Source: an optimization exercise on an open RTL-to-GDS flow (aim: small area). Production flows keep margins and buffers that such runs may drop. RTL that was checked went through simulation tests only; none was proved equivalent to the original. No driver is modelled on the clock port, so clocking that relies on it looks cheaper here than on a real chip. Power and IR drop assume default switching activity.

Setup of v31:
==> flow/design.v (excerpt) <==
module icape2_responder #(
    parameter logic [31:0] IDCODE   = 32'h0362D093,
    parameter int unsigned READ_LAT = 3
) (
    input  logic        i_clk,
    input  logic        i_reset,
    input  logic        i_csib,
    input  logic        i_rdwrb,
    input  logic [31:0] i_data,
    output logic [31:0] o_data,
    output logic        o_synced,
    output logic        o_iprog,
    output logic [31:0] o_wbstar,
    output logic        o_err
);
    localparam logic [31:0] c_SYNC        = 32'hAA995566;
    localparam logic [31:0] c_DUMMY       = 32'hFFFFFFFF;
    localparam logic [31:0] c_CMD_IPROG   = 32'h0000000F;
    localparam logic [31:0] c_CMD_DESYNC  = 32'h0000000D;
    localparam logic [4:0]  c_ADDR_CMD    = 5'h04;
    localparam logic [4:0]  c_ADDR_STAT   = 5'h07;
    localparam logic [4:0]  c_ADDR_IDCODE = 5'h0C;
    localparam logic [4:0]  c_ADDR_WBSTAR = 5'h10;
    localparam int N_SLOT = 29;
    localparam logic [2:0] S_UNSYNC = 3'd0;
    localparam logic [2:0] S_HDR    = 3'd1;
    localparam logic [2:0] S_WR     = 3'd2;
    localparam logic [2:0] S_RD0    = 3'd4;
    localparam logic [2:0] S_RD1    = 3'd5;
    localparam logic [2:0] S_RD2    = 3'd6;
    function automatic logic [31:0] f_swap(input logic [31:0] d);
        logic [31:0] s;
        for (int b = 0; b < 4; b++) begin
            for (int k = 0; k < 8; k++) begin
  ...
Size: about 2700 cells after synthesis, roughly 1100 flip-flops, about 32000 um^2 of cells after synthesis.
Settings: LEC_CHECK=0, CAP_MARGIN=20, CORE_MARGIN=2, CORE_UTILIZATION=40, SLEW_MARGIN=20, SYNTH_HIERARCHICAL=1, SYNTH_MINIMUM_KEEP_SIZE=0; clock period 10.0 ns.
run.sh (not shown) runs the stock make flow with config.mk's settings and CLKGATE_MAP_FILE= SYNTH_SCRIPT=/design/flow/synth_recipe.tcl, a recipe that flattens the netlist after the stock synthesis.
v31 finished end to end and its layout was clean on timing, DRC and antenna.
### v31 -> v36
==> flow/flow/run.sh (new file) <==
#!/bin/bash
# Layout flow: the standard ORFS flow (standard.sh, which also runs the
# standard synthesis) with a lighter clock tree: no dummy loads, small
# clusters of clkbuf_4, and clock buffers upsized afterwards only where a
# flip-flop clock pin's slew is above target (post_cts.tcl).
set -euo pipefail
here=$(pwd)
cts_args="-sink_clustering_enable -repair_clock_nets -dont_use_dummy_load"
cts_args+=" -buf_list sky130_fd_sc_hd__clkbuf_4"
cts_args+=" -sink_clustering_size 10 -sink_clustering_max_diameter 50"
bash standard.sh \
  "CTS_ARGS=$cts_args" \
  "POST_CTS_TCL=$here/flow/post_cts.tcl" \
  finish > "$here/orfs_flow.log" 2>&1
==> flow/flow/post_cts.tcl (new file) <==
# Upsize clock buffers whose flip-flop clock pins see a slew above the
# target, then legalise the placement again.
set clk_slew_target 0.110
set clk_sizes {sky130_fd_sc_hd__clkbuf_1 sky130_fd_sc_hd__clkbuf_2 sky130_fd_sc_hd__clkbuf_4 sky130_fd_sc_hd__clkbuf_8 sky130_fd_sc_hd__clkbuf_16}
estimate_parasitics -placement
for {set iter 0} {$iter < 6} {incr iter} {
  set bad [dict create]
  set worst 0
  foreach p [get_pins -hierarchical */CLK] {
    set s [expr max([get_property $p slew_max_rise], [get_property $p slew_max_fall])]
    if {$s > $worst} { set worst $s }
    if {$s > $clk_slew_target} {
      set net [get_nets -of_objects $p]
      foreach d [get_pins -of_objects $net -filter "direction==output"] {
        dict set bad [get_full_name [get_cells -of_objects $d]] 1
      }
    }
  }
  puts "post_cts: pass $iter worst clock pin slew $worst, [dict size $bad] drivers to upsize"
  if {[dict size $bad] == 0} { break }
  set changed 0
  foreach name [dict keys $bad] {
    set inst [get_cells $name]
    set ref [get_property $inst ref_name]
    set i [lsearch $clk_sizes $ref]
    if {$i >= 0 && $i < [llength $clk_sizes] - 1} {
      replace_cell $inst [lindex $clk_sizes [expr $i + 1]]
      incr changed
    }
  }
  if {$changed == 0} { break }
  estimate_parasitics -placement
}
detailed_placement
check_placement -verbose
==> flow/standard.sh (new file) <==
#!/bin/bash
# synth_recipe.tcl (not shown) runs the flow's synth.tcl, then flattens the netlist and writes it again
# the make line also repeats each setting of config.mk as NAME=value (left out here)
make -C /OpenROAD-flow-scripts/flow DESIGN_CONFIG=/design/flow/config.mk WORK_HOME=/design/flow/orfs CLKGATE_MAP_FILE= SYNTH_SCRIPT=/design/flow/synth_recipe.tcl "${@:-finish}"
removed: flow/run.sh
--- outcome ---
In terms of sequential logic power, v31 and v36 differ only marginally.
Routed wire length came out lower on v36 than on v31.
Any difference in routing usage on met2 between v31 and v36 is small enough to ignore.
On detailed-route via count, v31 and v36 are neck and neck.
Note that the final area recorded for v31 amounts to 1.07 times the value seen in v36.
v36 went all the way through the flow, and no timing, DRC or antenna check failed.
In v36, the power share of the clock group came out 16 points below the value in v31.
> inputs changed (v36 -> v37)
diff --git a/flow/flow/run.sh b/flow/flow/run.sh
--- a/flow/flow/run.sh
+++ b/flow/flow/run.sh
@@ -13,2 +13,3 @@
   "POST_CTS_TCL=$here/flow/post_cts.tcl" \
+  "BUFFER_PORTS_ARGS=-buffer_cell sky130_fd_sc_hd__buf_2" \
   finish > "$here/orfs_flow.log" 2>&1
## What came out
- Comparing v37 and v36, weighted congestion reported at the end of routability-driven placement is higher on v37.
- Cmp v37 vs v36: final worst-path cycle share lower in v37
- Comparing v37 and v36, the lower count of clock-buffer cells in the layout was measured on v37.
- v37 vs. v36: worst voltage drop across the vdd grid went up by 0.000014 V.
- NOTE non-clock buffer instance count of the final layout v36->v37 decreased by a few percent
- Re final sequential cell count: no difference whatsoever between v36 and v37.
No run of this note included a check of the RTL's function; only the layout flow was run.

indigo:
icape2_responder, a different RTL version from the one above (not shown whole).
Size in the first run: ~1100 flip-flops, about 100 I/O pins.
export LEC_CHECK = 0
export CAP_MARGIN = 20
export CORE_MARGIN = 2
export CORE_UTILIZATION = 40
export SLEW_MARGIN = 20
export SYNTH_HIERARCHICAL = 1
export SYNTH_MINIMUM_KEEP_SIZE = 0
create_clock -name core_clock -period 10.0 [get_ports {i_clk}]
standard.sh (not shown) runs the stock make flow with config.mk's settings and CLKGATE_MAP_FILE= SYNTH_SCRIPT=/design/flow/synth_recipe.tcl, a recipe that flattens the netlist after the stock synthesis.
==> flow/flow/run.sh <==
#!/bin/bash
# Layout flow: the standard ORFS flow (standard.sh, which also runs the
# standard synthesis script) with
#  - ABC's final mapping run with more area recovery and without its
#    buffering and upsizing passes (abc.script replaces abc_speed.script in
#    a copy of the ORFS scripts folder); the registers are mapped before
#    ABC runs, so they are the standard synthesis's;
#  - a lighter clock tree: no dummy loads, small clusters of clkbuf_4, and
#    clock buffers upsized afterwards only where a flip-flop clock pin's
#    slew is above target (post_cts.tcl);
#  - buf_2 port buffers.
set -euo pipefail
here=$(pwd)
rm -rf "$here/orfs_scripts"
cp -r "$FLOW_HOME/scripts" "$here/orfs_scripts"
cp "$here/flow/abc.script" "$here/orfs_scripts/abc_speed.script"
cts_args="-sink_clustering_enable -repair_clock_nets -dont_use_dummy_load"
cts_args+=" -buf_list sky130_fd_sc_hd__clkbuf_4"
cts_args+=" -sink_clustering_size 10 -sink_clustering_max_diameter 50"
bash standard.sh \
  "SCRIPTS_DIR=$here/orfs_scripts" \
  "CTS_ARGS=$cts_args" \
  "POST_CTS_TCL=$here/flow/post_cts.tcl" \
  "BUFFER_PORTS_ARGS=-buffer_cell sky130_fd_sc_hd__buf_1" \
  finish > "$here/orfs_flow.log" 2>&1
==> flow/flow/post_cts.tcl <==
# Upsize clock buffers whose flip-flop clock pins see a slew above the
# target, then legalise the placement again.
set clk_slew_target 0.105
set clk_sizes {sky130_fd_sc_hd__clkbuf_1 sky130_fd_sc_hd__clkbuf_2 sky130_fd_sc_hd__clkbuf_4 sky130_fd_sc_hd__clkbuf_8 sky130_fd_sc_hd__clkbuf_16}
estimate_parasitics -placement
for {set iter 0} {$iter < 6} {incr iter} {
  set bad [dict create]
  set worst 0
  foreach p [get_pins -hierarchical */CLK] {
    set s [expr max([get_property $p slew_max_rise], [get_property $p slew_max_fall])]
    if {$s > $worst} { set worst $s }
    if {$s > $clk_slew_target} {
      set net [get_nets -of_objects $p]
      foreach d [get_pins -of_objects $net -filter "direction==output"] {
        dict set bad [get_full_name [get_cells -of_objects $d]] 1
      }
    }
  }
  puts "post_cts: pass $iter worst clock pin slew $worst, [dict size $bad] drivers to upsize"
  if {[dict size $bad] == 0} { break }
  set changed 0
  foreach name [dict keys $bad] {
    set inst [get_cells $name]
    set ref [get_property $inst ref_name]
    set i [lsearch $clk_sizes $ref]
    if {$i >= 0 && $i < [llength $clk_sizes] - 1} {
      replace_cell $inst [lindex $clk_sizes [expr $i + 1]]
      incr changed
    }
  }
  if {$changed == 0} { break }
  estimate_parasitics -placement
}
detailed_placement
check_placement -verbose
Other scripts of this flow, unchanged in this note and not shown: flow/flow/abc.script
The following lists how xenon was set up differently from indigo:
# indigo
export LEC_CHECK = 0
export CAP_MARGIN = 20
export CORE_MARGIN = 2
export CORE_UTILIZATION = 40
export SLEW_MARGIN = 20
export SYNTH_HIERARCHICAL = 1
export SYNTH_MINIMUM_KEEP_SIZE = 0
create_clock -name core_clock -period 10.0 [get_ports {i_clk}]
# xenon
export LEC_CHECK = 0
export CAP_MARGIN = 20
export CORE_MARGIN = 2
export CORE_UTILIZATION = 65
export GPL_TIMING_DRIVEN = 0
export PLACE_DENSITY = 0.75
export SLEW_MARGIN = 20
export SYNTH_HIERARCHICAL = 1
export SYNTH_MINIMUM_KEEP_SIZE = 0
create_clock -name core_clock -period 10.0 [get_ports {i_clk}]
diff --git a/flow/flow/post_cts.tcl b/flow/flow/post_cts.tcl
--- a/flow/flow/post_cts.tcl
+++ b/flow/flow/post_cts.tcl
@@ -3 +3 @@
-set clk_slew_target 0.105
+set clk_slew_target 0.103
### Flow results
Every stage of the flow completed for xenon, and the final layout passed the timing, DRC and antenna checks. Comparing indigo and xenon, setup slack is higher on indigo. Worst hold margin (xenon over indigo): increase, 0.023 ns. Cmp indigo and xenon / worst stage delay on the critical path / higher: xenon. Met2 wirelength from detailed routing: xenon vs indigo down about 9%. Where number of vias after detailed routing is concerned, indigo is better than xenon. Looking at area overhead of the layout relative to synthesis, xenon sits 2.5 points above indigo. Actual transition at the worst max-transition pin, indigo and xenon: lower on xenon.

[separate check: timing with driven ports]
In the flow no input, the clock included, has a driving cell. The finished layouts below were timed again as built, in two steps.
Step 1: set_driving_cell puts a clkbuf_16 on i_clk and a buf_2 on each other input, an assumption about the parent block.
Step 2 adds t to the input delays and takes it off the output delays; t is the mean of the earliest and latest rising clock arrival at the registers after step 1. Input paths then give back, and output paths get back, about the clock's delay inside the block.
Three values: ideal, step 1, step 2; two values: the first two.
| run | t (ns) | slack for setup (ns) | worst setup path at the end |
|---|---|---|---|
| v31 | 0.710 | 2.620 / 2.637 / 1.927 | input to register |
| v36 | 1.005 | 2.885 / 2.899 / 1.894 | input to register |
| v37 | 0.980 | 3.376 / 3.395 / 2.415 | input to register |
| indigo | 0.954 | 3.162 / 3.136 / 2.183 | input to register |
| xenon | 0.926 | 2.919 / 2.951 / 2.025 | input to register |
After both steps setup and hold are still met in every run listed. The setup slack of v36, which loses most, moves by +0.014 ns with the drivers and by -0.991 ns with both steps.
